Context: an optimization exercise on an open-source flow, tuned for small area, a short achievable clock period and few clock cycles. The choices shown serve that exercise and are no tape-out recipe.
Function was checked by simulation only, so behaviour that the tests miss may differ from the original.
Power is estimated from default activity; no workload was simulated.

==> run a: inputs <==
==> flow/design.v <==
package riscv16_pkg;
    localparam logic [3:0] OP_ALU  = 4'b0000;
    localparam logic [3:0] OP_LDR  = 4'b0001;
    localparam logic [3:0] OP_STR  = 4'b0010;
    localparam logic [3:0] OP_ADDI = 4'b0011;
    localparam logic [3:0] OP_MOV  = 4'b0101;
    localparam logic [3:0] OP_BCC  = 4'b1100;
    localparam logic [3:0] OP_SYS  = 4'b1110;
    localparam logic [1:0] FN_ADD = 2'b00;
    localparam logic [1:0] FN_AND = 2'b01;
    localparam logic [1:0] FN_SUB = 2'b10;
    localparam logic [1:0] FN_OR  = 2'b11;
    localparam logic [1:0] SYS_OUT = 2'b00;
    localparam logic [1:0] SYS_HLT = 2'b01;
    localparam logic [3:0] CC_AL = 4'b0000;
    localparam logic [3:0] CC_NE = 4'b0001;
    localparam logic [3:0] CC_CS = 4'b0010;
    localparam logic [3:0] CC_CC = 4'b0011;
    localparam logic [3:0] CC_EQ = 4'b0100;
    localparam int OP_HI   = 15;
    localparam int OP_LO   = 12;
    localparam int SEL_BIT = 11;
    localparam int RD_HI   = 10;
    localparam int RD_LO   = 8;
    localparam int RA_HI   = 7;
    localparam int RA_LO   = 5;
    localparam int RB_HI   = 4;
    localparam int RB_LO   = 2;
    localparam int FN_HI   = 1;
    localparam int FN_LO   = 0;
    typedef enum logic [1:0] {
        FETCH = 2'd0,
        EXEC  = 2'd1,
        HALT  = 2'd2
    } state_t;
    function automatic logic is_arith(input logic [1:0] fn);
        return ((fn == FN_ADD) || (fn == FN_SUB));
    endfunction
endpackage
module riscv16_alu
(
    input  logic [15:0] a,
    input  logic [15:0] b,
    input  logic        sub,
    output logic [15:0] result,
    output logic        z,
    output logic        c
);
    logic [15:0] bx;
    logic [16:0] wide;
    assign bx     = sub ? ~b : b;
    assign wide   = {1'b0, a} + {1'b0, bx} + {16'b0, sub};
    assign result = wide[15:0];
    assign c      = wide[16];
    assign z      = ((a ^ bx) == {a[14:0] | bx[14:0], sub});
endmodule
import riscv16_pkg::*;
module riscv_16bit
(
    input  logic        clk,
    input  logic        PC_rst,
    input  logic        ext_we,
    input  logic [15:0] ext_data,
    output logic [15:0] OutR,
    output logic        done
);
    logic [15:0] mem  [0:255];
    logic [15:0] regs [0:7];
    logic [7:0]  raddr;      
    logic [15:0] rlo, rhi;   
    logic [7:0]  raddr_n;    
    logic        ld_cyc;     
    logic [2:0]  ld_rd;
    logic [7:0]  rs_addr;    
    logic [7:0]  lp;         
    logic        loading;    
    logic [15:0] ir;
    logic [7:0]  ir_pc;      
    logic        ir_v;       
    logic        flag_z;
    logic        flag_c;
    logic [15:0] out_r;
    logic        done_r;
    logic [3:0]  op;
    logic        sel;
    logic [2:0]  rd, ra, rb;
    logic [1:0]  fn;
    logic [3:0]  cond;
    logic [7:0]  imm8;
    logic [4:0]  imm5;
    assign op   = ir[15:12];
    assign sel  = ir[11];
    assign rd   = ir[10:8];
    assign ra   = ir[7:5];
    assign rb   = ir[4:2];
    assign fn   = ir[1:0];
    assign cond = ir[11:8];
    assign imm8 = ir[7:0];
    assign imm5 = ir[4:0];
    logic [15:0] rva, rvb, rvd;
    assign rva = regs[ra];
    assign rvb = regs[rb];
    assign rvd = regs[rd];
    logic ex;
    assign ex = !loading && !done_r && ir_v && !ld_cyc;
    logic is_alu, is_movi, is_ldr, is_str, is_addi, is_mov, is_bcc, is_out, is_hlt;
    assign is_movi = (op == OP_ALU) && sel;
    assign is_alu  = (op == OP_ALU) && !sel && !fn[0];
    assign is_ldr  = (op == OP_LDR);
    assign is_str  = (op == OP_STR);
    assign is_addi = (op == OP_ADDI) && sel;
    assign is_mov  = (op == OP_MOV);
    assign is_bcc  = (op == OP_BCC);
    assign is_out  = (op == OP_SYS) && (fn == SYS_OUT);
    assign is_hlt  = (op == OP_SYS) && (fn == SYS_HLT);
    logic [15:0] alu_b, alu_res;
    logic        alu_sub, alu_z, alu_c;
    assign alu_b   = is_addi ? {11'b0, imm5} : rvb;
    assign alu_sub = (op == OP_ADDI) ? !sel : fn[1];
    riscv16_alu u_alu (
        .a      (rva),
        .b      (alu_b),
        .sub    (alu_sub),
        .result (alu_res),
        .z      (alu_z),
        .c      (alu_c)
    );
    logic taken;
    always_comb begin
        case (cond)
            CC_AL:   taken = 1'b1;
            CC_NE:   taken = !flag_z;
            CC_CS:   taken = flag_c;
            CC_CC:   taken = !flag_c;
            CC_EQ:   taken = flag_z;
            default: taken = 1'b0;
        endcase
    end
    logic       br;
    logic [7:0] target;
    assign br     = is_bcc && taken;
    assign target = ir_pc + imm8 + 8'd1;
    localparam int NBTB = 2;
    logic [NBTB-1:0] btb_v;
    logic [7:0]      btb_pc  [0:NBTB-1];
    logic [7:0]      btb_tgt [0:NBTB-1];
    logic            btb_rp;     
    logic [7:0] pred;
    always_comb begin
        pred = raddr + 8'd1;
        for (int i = 0; i < NBTB; i++) begin
            if (btb_v[i] && btb_pc[i] == raddr) pred = btb_tgt[i];
        end
    end
    logic [7:0] nxt;
    logic       miss;
    assign nxt  = br ? target : ir_pc + 8'd1;
    assign miss = (raddr != nxt);
    logic [7:0] ea;
    assign ea = rva[7:0] + {3'b0, imm5};
    logic st, fwd;
    assign st  = ex && is_str;
    assign fwd = is_str && (rva[7:0] == raddr - {3'b0, imm5});
    logic        wp_v;
    logic [7:0]  wp_addr;
    logic [15:0] wp_data;
    always_ff @(posedge clk) begin
        wp_v    <= ext_we || (st && !ext_we);
        wp_addr <= ext_we ? lp : ea;
        wp_data <= ext_we ? ext_data : rvd;
    end
    logic [15:0] rdata, mdata;
    logic [15:0] grp [0:15];
    always_comb begin
        mdata = '0;
        for (int g = 0; g < 16; g++) begin
            grp[g] = '0;
            for (int i = 0; i < 16; i++) begin
                grp[g] = grp[g] | (mem[g*16+i] & {16{rlo[i]}});
            end
            mdata = mdata | (grp[g] & {16{rhi[g]}});
        end
    end
    assign rdata = (wp_v && wp_addr == raddr) ? wp_data : mdata;
    logic [255:0] wsel;
    assign wsel = 256'b1 << wp_addr;
    for (genvar i = 0; i < 256; i++) begin : g_mem
        always_ff @(posedge clk) begin
            if (wp_v && wsel[i]) begin
                mem[i] <= wp_data;
            end
        end
    end
    logic        run;
    logic        rf_we;
    logic [2:0]  rf_wa;
    logic [15:0] rf_wd;
    assign run = !loading && !done_r;
    always_comb begin
        rf_we = 1'b0;
        rf_wa = rd;
        rf_wd = alu_res;
        if (run && ld_cyc) begin
            rf_we = 1'b1;
            rf_wa = ld_rd;
            rf_wd = rdata;
        end else if (ex) begin
            if (is_movi) begin
                rf_we = 1'b1;
                rf_wd = {8'h00, imm8};
            end else if (is_alu || is_addi) begin
                rf_we = 1'b1;
            end else if (is_mov) begin
                rf_we = 1'b1;
                rf_wd = rva;
            end
        end
    end
    always_ff @(posedge clk or negedge PC_rst) begin
        if (!PC_rst) begin
            for (int i = 0; i < 8; i++) begin
                regs[i] <= '0;
            end
        end else if (rf_we) begin
            regs[rf_wa] <= rf_wd;
        end
    end
    always_comb begin
        raddr_n = raddr;
        if (ld_cyc) begin
            raddr_n = rs_addr;
        end else if (ir_v && is_ldr) begin
            raddr_n = ea;
        end else if (ir_v && miss) begin
            raddr_n = nxt;
        end else begin
            raddr_n = pred;
        end
    end
    always_ff @(posedge clk or negedge PC_rst) begin
        if (!PC_rst) begin
            raddr <= '0;
            rlo   <= 16'h0001;
            rhi   <= 16'h0001;
        end else if (!loading && !done_r) begin
            raddr <= raddr_n;
            rlo   <= 16'b1 << raddr_n[3:0];
            rhi   <= 16'b1 << raddr_n[7:4];
        end
    end
    always_ff @(posedge clk or negedge PC_rst) begin
        if (!PC_rst) begin
            lp      <= '0;
            loading <= 1'b0;
        end else begin
            if (ext_we) lp <= lp + 8'd1;
            loading <= ext_we;
        end
    end
    always_ff @(posedge clk or negedge PC_rst) begin
        if (!PC_rst) begin
            ld_cyc <= 1'b0;
            ld_rd  <= '0;
            ir     <= '0;
            ir_pc  <= '0;
            ir_v   <= 1'b0;
            flag_z <= 1'b0;
            flag_c <= 1'b0;
            out_r  <= '0;
            done_r <= 1'b0;
        end else if (!loading && !done_r) begin
            if (ld_cyc) begin
                ld_cyc <= 1'b0;
            end else if (ir_v && miss) begin
                ir_v    <= 1'b0;
                rs_addr <= nxt;
                if (is_ldr) begin
                    ld_cyc <= 1'b1;
                    ld_rd  <= rd;
                end
            end else begin
                ir      <= fwd && ir_v ? rvd : rdata;
                ir_pc   <= raddr;
                ir_v    <= 1'b1;
                rs_addr <= pred;
                if (ir_v && is_ldr) begin
                    ld_cyc <= 1'b1;
                    ld_rd  <= rd;
                end
            end
            if (ex) begin
                if (is_alu || (op == OP_ADDI)) begin
                    flag_z <= alu_z;
                    flag_c <= alu_c;
                end
                if (is_out && !ext_we) out_r <= rva;
                if (is_hlt && !ext_we) done_r <= 1'b1;
            end
        end
    end
    always_ff @(posedge clk or negedge PC_rst) begin
        if (!PC_rst) begin
            btb_v  <= '0;
            btb_rp <= '0;
            for (int i = 0; i < NBTB; i++) begin
                btb_pc[i]  <= '0;
                btb_tgt[i] <= '0;
            end
        end else if (ex && br && miss) begin
            btb_v[btb_rp]   <= 1'b1;
            btb_pc[btb_rp]  <= ir_pc;
            btb_tgt[btb_rp] <= target;
            btb_rp          <= !btb_rp;
        end
    end
    assign OutR = out_r;
    assign done = done_r;
endmodule
==> flow/flow/run.sh <==
#!/bin/bash
set -uo pipefail
bash standard.sh SETUP_SLACK_MARGIN=8 finish > standard.log 2>&1
==> flow/standard.sh <==
#!/bin/bash
# synth_recipe.tcl (not shown) runs the flow's synth.tcl, then flattens the netlist and writes it again
# the make line also repeats each setting of config.mk as NAME=value (left out here)
make -C /OpenROAD-flow-scripts/flow DESIGN_CONFIG=/design/flow/config.mk WORK_HOME=/design/flow/orfs CLKGATE_MAP_FILE= SYNTH_SCRIPT=/design/flow/synth_recipe.tcl "${@:-finish}"
==> flow/config.mk <==
export PLATFORM = sky130hd
export DESIGN_NAME = riscv_16bit
export DESIGN_NICKNAME = riscv_16bit
export VERILOG_FILES = /design/flow/design.v
export SDC_FILE = /design/flow/constraint.sdc
export NUM_CORES = 4
export LEC_CHECK = 0
export ABC_CLOCK_PERIOD_IN_PS = 4000
export CAP_MARGIN = 20
export CORE_MARGIN = 2
export CORE_UTILIZATION = 40
export CTS_BUF_LIST = sky130_fd_sc_hd__clkbuf_16
export CTS_CLUSTER_DIAMETER = 80
export CTS_CLUSTER_SIZE = 30
export SLEW_MARGIN = 20
==> flow/constraint.sdc <==
create_clock -name core_clock -period 12.0 [get_ports {clk}]
set_input_delay 2.4000 -clock core_clock [delete_from_list [all_inputs] [get_ports {clk}]]
set_output_delay 2.4000 -clock core_clock [all_outputs]
set_load 0.01 [all_outputs]
==> run b (differences from run a) <==
--- a/flow/design.v
+++ b/flow/design.v
@@ -48,10 +48,48 @@
 );
     logic [15:0] bx;
-    logic [16:0] wide;
-    assign bx     = sub ? ~b : b;
-    assign wide   = {1'b0, a} + {1'b0, bx} + {16'b0, sub};
-    assign result = wide[15:0];
-    assign c      = wide[16];
-    assign z      = ((a ^ bx) == {a[14:0] | bx[14:0], sub});
+    assign bx = sub ? ~b : b;
+    logic [15:0] g0, p0;
+    assign p0 = a ^ bx;
+    assign g0 = (a & bx) | {15'b0, p0[0] & sub};
+    logic [15:0] g1, p1, g2, p2, g3, p3, g4;
+    always_comb begin
+        for (int i = 0; i < 16; i++) begin
+            if (i % 2 == 1) begin
+                g1[i] = g0[i] | (p0[i] & g0[i-1]);
+                p1[i] = p0[i] & p0[i-1];
+            end else begin
+                g1[i] = g0[i];
+                p1[i] = p0[i];
+            end
+        end
+        for (int i = 0; i < 16; i++) begin
+            if (i % 4 >= 2) begin
+                g2[i] = g1[i] | (p1[i] & g1[(i/4)*4+1]);
+                p2[i] = p1[i] & p1[(i/4)*4+1];
+            end else begin
+                g2[i] = g1[i];
+                p2[i] = p1[i];
+            end
+        end
+        for (int i = 0; i < 16; i++) begin
+            if (i % 8 >= 4) begin
+                g3[i] = g2[i] | (p2[i] & g2[(i/8)*8+3]);
+                p3[i] = p2[i] & p2[(i/8)*8+3];
+            end else begin
+                g3[i] = g2[i];
+                p3[i] = p2[i];
+            end
+        end
+        for (int i = 0; i < 16; i++) begin
+            if (i >= 8) begin
+                g4[i] = g3[i] | (p3[i] & g3[7]);
+            end else begin
+                g4[i] = g3[i];
+            end
+        end
+    end
+    assign result = p0 ^ {g4[14:0], sub};
+    assign c      = g4[15];
+    assign z      = (p0 == {a[14:0] | bx[14:0], sub});
 endmodule
 import riscv16_pkg::*;
@@ -170,5 +208,5 @@
         wp_data <= ext_we ? ext_data : rvd;
     end
-    logic [15:0] rdata, mdata;
+    logic [15:0] mdata;
     logic [15:0] grp [0:15];
     always_comb begin
@@ -182,5 +220,6 @@
         end
     end
-    assign rdata = (wp_v && wp_addr == raddr) ? wp_data : mdata;
+    logic wp_hit;
+    assign wp_hit = wp_v && (wp_addr == raddr);
     logic [255:0] wsel;
     assign wsel = 256'b1 << wp_addr;
@@ -204,5 +243,5 @@
             rf_we = 1'b1;
             rf_wa = ld_rd;
-            rf_wd = rdata;
+            rf_wd = wp_data;
         end else if (ex) begin
             if (is_movi) begin
@@ -217,4 +256,12 @@
         end
     end
+    logic [15:0] regs_n [0:7];
+    always_comb begin
+        for (int i = 0; i < 8; i++) begin
+            regs_n[i] = regs[i];
+            if (rf_we && rf_wa == 3'(i)) regs_n[i] = rf_wd;
+            if (run && ld_cyc && !wp_hit && ld_rd == 3'(i)) regs_n[i] = mdata;
+        end
+    end
     always_ff @(posedge clk or negedge PC_rst) begin
         if (!PC_rst) begin
@@ -222,6 +269,24 @@
                 regs[i] <= '0;
             end
-        end else if (rf_we) begin
-            regs[rf_wa] <= rf_wd;
+        end else begin
+            for (int i = 0; i < 8; i++) begin
+                regs[i] <= regs_n[i];
+            end
+        end
+    end
+    logic        ir_ld, fwd_act;
+    logic [15:0] ir_n;
+    assign ir_ld   = !loading && !done_r && !ld_cyc && !(ir_v && miss);
+    assign fwd_act = fwd && ir_v;
+    always_comb begin
+        ir_n = ir;
+        if (ir_ld) ir_n = fwd_act ? rvd : wp_data;
+        if (ir_ld && !fwd_act && !wp_hit) ir_n = mdata;
+    end
+    always_ff @(posedge clk or negedge PC_rst) begin
+        if (!PC_rst) begin
+            ir <= '0;
+        end else begin
+            ir <= ir_n;
         end
     end
@@ -262,5 +327,4 @@
             ld_cyc <= 1'b0;
             ld_rd  <= '0;
-            ir     <= '0;
             ir_pc  <= '0;
             ir_v   <= 1'b0;
@@ -280,5 +344,4 @@
                 end
             end else begin
-                ir      <= fwd && ir_v ? rvd : rdata;
                 ir_pc   <= raddr;
                 ir_v    <= 1'b1;
Settings changed: CTS_CLUSTER_DIAMETER 80 to 70, CTS_CLUSTER_SIZE 30 to 25.
==> run c (differences from run a) <==
--- a/flow/design.v
+++ b/flow/design.v
@@ -170,5 +170,5 @@
         wp_data <= ext_we ? ext_data : rvd;
     end
-    logic [15:0] rdata, mdata;
+    logic [15:0] mdata;
     logic [15:0] grp [0:15];
     always_comb begin
@@ -182,5 +182,6 @@
         end
     end
-    assign rdata = (wp_v && wp_addr == raddr) ? wp_data : mdata;
+    logic wp_hit;
+    assign wp_hit = wp_v && (wp_addr == raddr);
     logic [255:0] wsel;
     assign wsel = 256'b1 << wp_addr;
@@ -204,5 +205,5 @@
             rf_we = 1'b1;
             rf_wa = ld_rd;
-            rf_wd = rdata;
+            rf_wd = wp_data;
         end else if (ex) begin
             if (is_movi) begin
@@ -217,4 +218,12 @@
         end
     end
+    logic [15:0] regs_n [0:7];
+    always_comb begin
+        for (int i = 0; i < 8; i++) begin
+            regs_n[i] = regs[i];
+            if (rf_we && rf_wa == 3'(i)) regs_n[i] = rf_wd;
+            if (run && ld_cyc && !wp_hit && ld_rd == 3'(i)) regs_n[i] = mdata;
+        end
+    end
     always_ff @(posedge clk or negedge PC_rst) begin
         if (!PC_rst) begin
@@ -222,6 +231,24 @@
                 regs[i] <= '0;
             end
-        end else if (rf_we) begin
-            regs[rf_wa] <= rf_wd;
+        end else begin
+            for (int i = 0; i < 8; i++) begin
+                regs[i] <= regs_n[i];
+            end
+        end
+    end
+    logic        ir_ld, fwd_act;
+    logic [15:0] ir_n;
+    assign ir_ld   = !loading && !done_r && !ld_cyc && !(ir_v && miss);
+    assign fwd_act = fwd && ir_v;
+    always_comb begin
+        ir_n = ir;
+        if (ir_ld) ir_n = fwd_act ? rvd : wp_data;
+        if (ir_ld && !fwd_act && !wp_hit) ir_n = mdata;
+    end
+    always_ff @(posedge clk or negedge PC_rst) begin
+        if (!PC_rst) begin
+            ir <= '0;
+        end else begin
+            ir <= ir_n;
         end
     end
@@ -262,5 +289,4 @@
             ld_cyc <= 1'b0;
             ld_rd  <= '0;
-            ir     <= '0;
             ir_pc  <= '0;
             ir_v   <= 1'b0;
@@ -280,5 +306,4 @@
                 end
             end else begin
-                ir      <= fwd && ir_v ? rvd : rdata;
                 ir_pc   <= raddr;
                 ir_v    <= 1'b1;
Settings changed: CTS_CLUSTER_DIAMETER 80 to 70, CTS_CLUSTER_SIZE 30 to 25.
==> comparison table <==
Filler instances: run b 34.7k; run a 34.4k; run c 34.8k
Status: run b complete, no violations; run a complete, no violations; run c complete, no violations
Worst slew margin relative to its limit: run b 14.7%; run a 9.37%; run c 12.3%
Number of inverters outside the clock class in the layout: run b 87; run a 79; run c 86
Antenna violations before repair: run b 31; run a 27; run c 26
Internal cell power: run b 0.0292 W; run a 0.0300 W; run c 0.0293 W
Sum of met2 wire segment lengths after detailed routing: run b 270000 µm; run a 271000 µm; run c 270000 µm
Multiplexer share of the synthesized area: run b 1.26%; run a 1.46%; run c 1.40%
Clk latency of the worst-skew pair: run b 1.02 ns; run a 1.02 ns; run c 1.03 ns
CP dominant cell by count: run b -; run a sky130_fd_sc_hd__nand4_1; run c sky130_fd_sc_hd__a21oi_2
Final Net Count: run b 10.3k; run a 10.0k; run c 10.2k
Total area of multi-input combinational cells: run b 35700 µm²; run a 36600 µm²; run c 36000 µm²
Sequential share of the synthesized area: run b 78.5%; run a 78.7%; run c 78.3%
Weighted congestion at the end of routability-driven global placement: run b 0.946; run a 0.925; run c 0.919
Routed wire per std cell: run b 38.4 µm; run a 39.6 µm; run c 38.9 µm
Warning count from the yosys run: run b 8; run a 6; run c 7
Final core utilization: run b 45.9%; run a 46.6%; run c 46.0%
Share of cell area taken by multi-input logic gates: run b 18.8%; run a 19.0%; run c 19.0%
Multi-In Gates: run b 4640; run a 4370; run c 4553
Non-Filler Instances: run b 15.8k; run a 15.5k; run c 15.7k
Clk pwr: run b 0.00889 W; run a 0.00819 W; run c 0.00861 W
Achievable frequency: run b 225 MHz; run a 226 MHz; run c 227 MHz
Testbench counts of run a, summed over its fixed seeds: cycles 56,776.
Testbench counts of run b, summed over its fixed seeds: cycles 56,776.
Testbench counts of run c, summed over its fixed seeds: cycles 56,776.

## afterwards: timing with drivers on the ports
Ports are ideal in the flow. The routed layouts listed here were re-timed in OpenROAD.
Step 1 (the two cells are an assumption about what drives the block):
set clk [get_ports {clk}]
set_driving_cell -lib_cell sky130_fd_sc_hd__clkbuf_16 $clk
set_driving_cell -lib_cell sky130_fd_sc_hd__buf_2 [delete_from_list [all_inputs] $clk]
Step 2 adds t to the input delays and takes it off the output delays; t is the mean of the earliest and latest rising clock arrival at the registers after step 1. Input paths then give back, and output paths get back, about the clock's delay inside the block.
Three values: no drivers, after step 1, after step 2; two values: the first two.
| run | t, ns | setup WS [ns] | clock arrival spread, ns | worst data-port slew with drivers (ns) |
|---|---|---|---|---|
| run a | 1.083 | 7.567 / 7.567 / 7.300 | 0.122 / 0.123 | 0.06 |
| run b | 1.096 | 7.558 / 7.558 / 7.474 | 0.096 / 0.096 | 0.11 |
| run c | 1.086 | 7.601 / 7.601 / 7.582 | 0.095 / 0.095 | 0.05 |
After both steps every run listed still meets setup and hold. The setup slack of run a, which loses most, moves by 0.000 ns with the drivers and by -0.267 ns with both steps. Setup slack includes reset recovery checks.
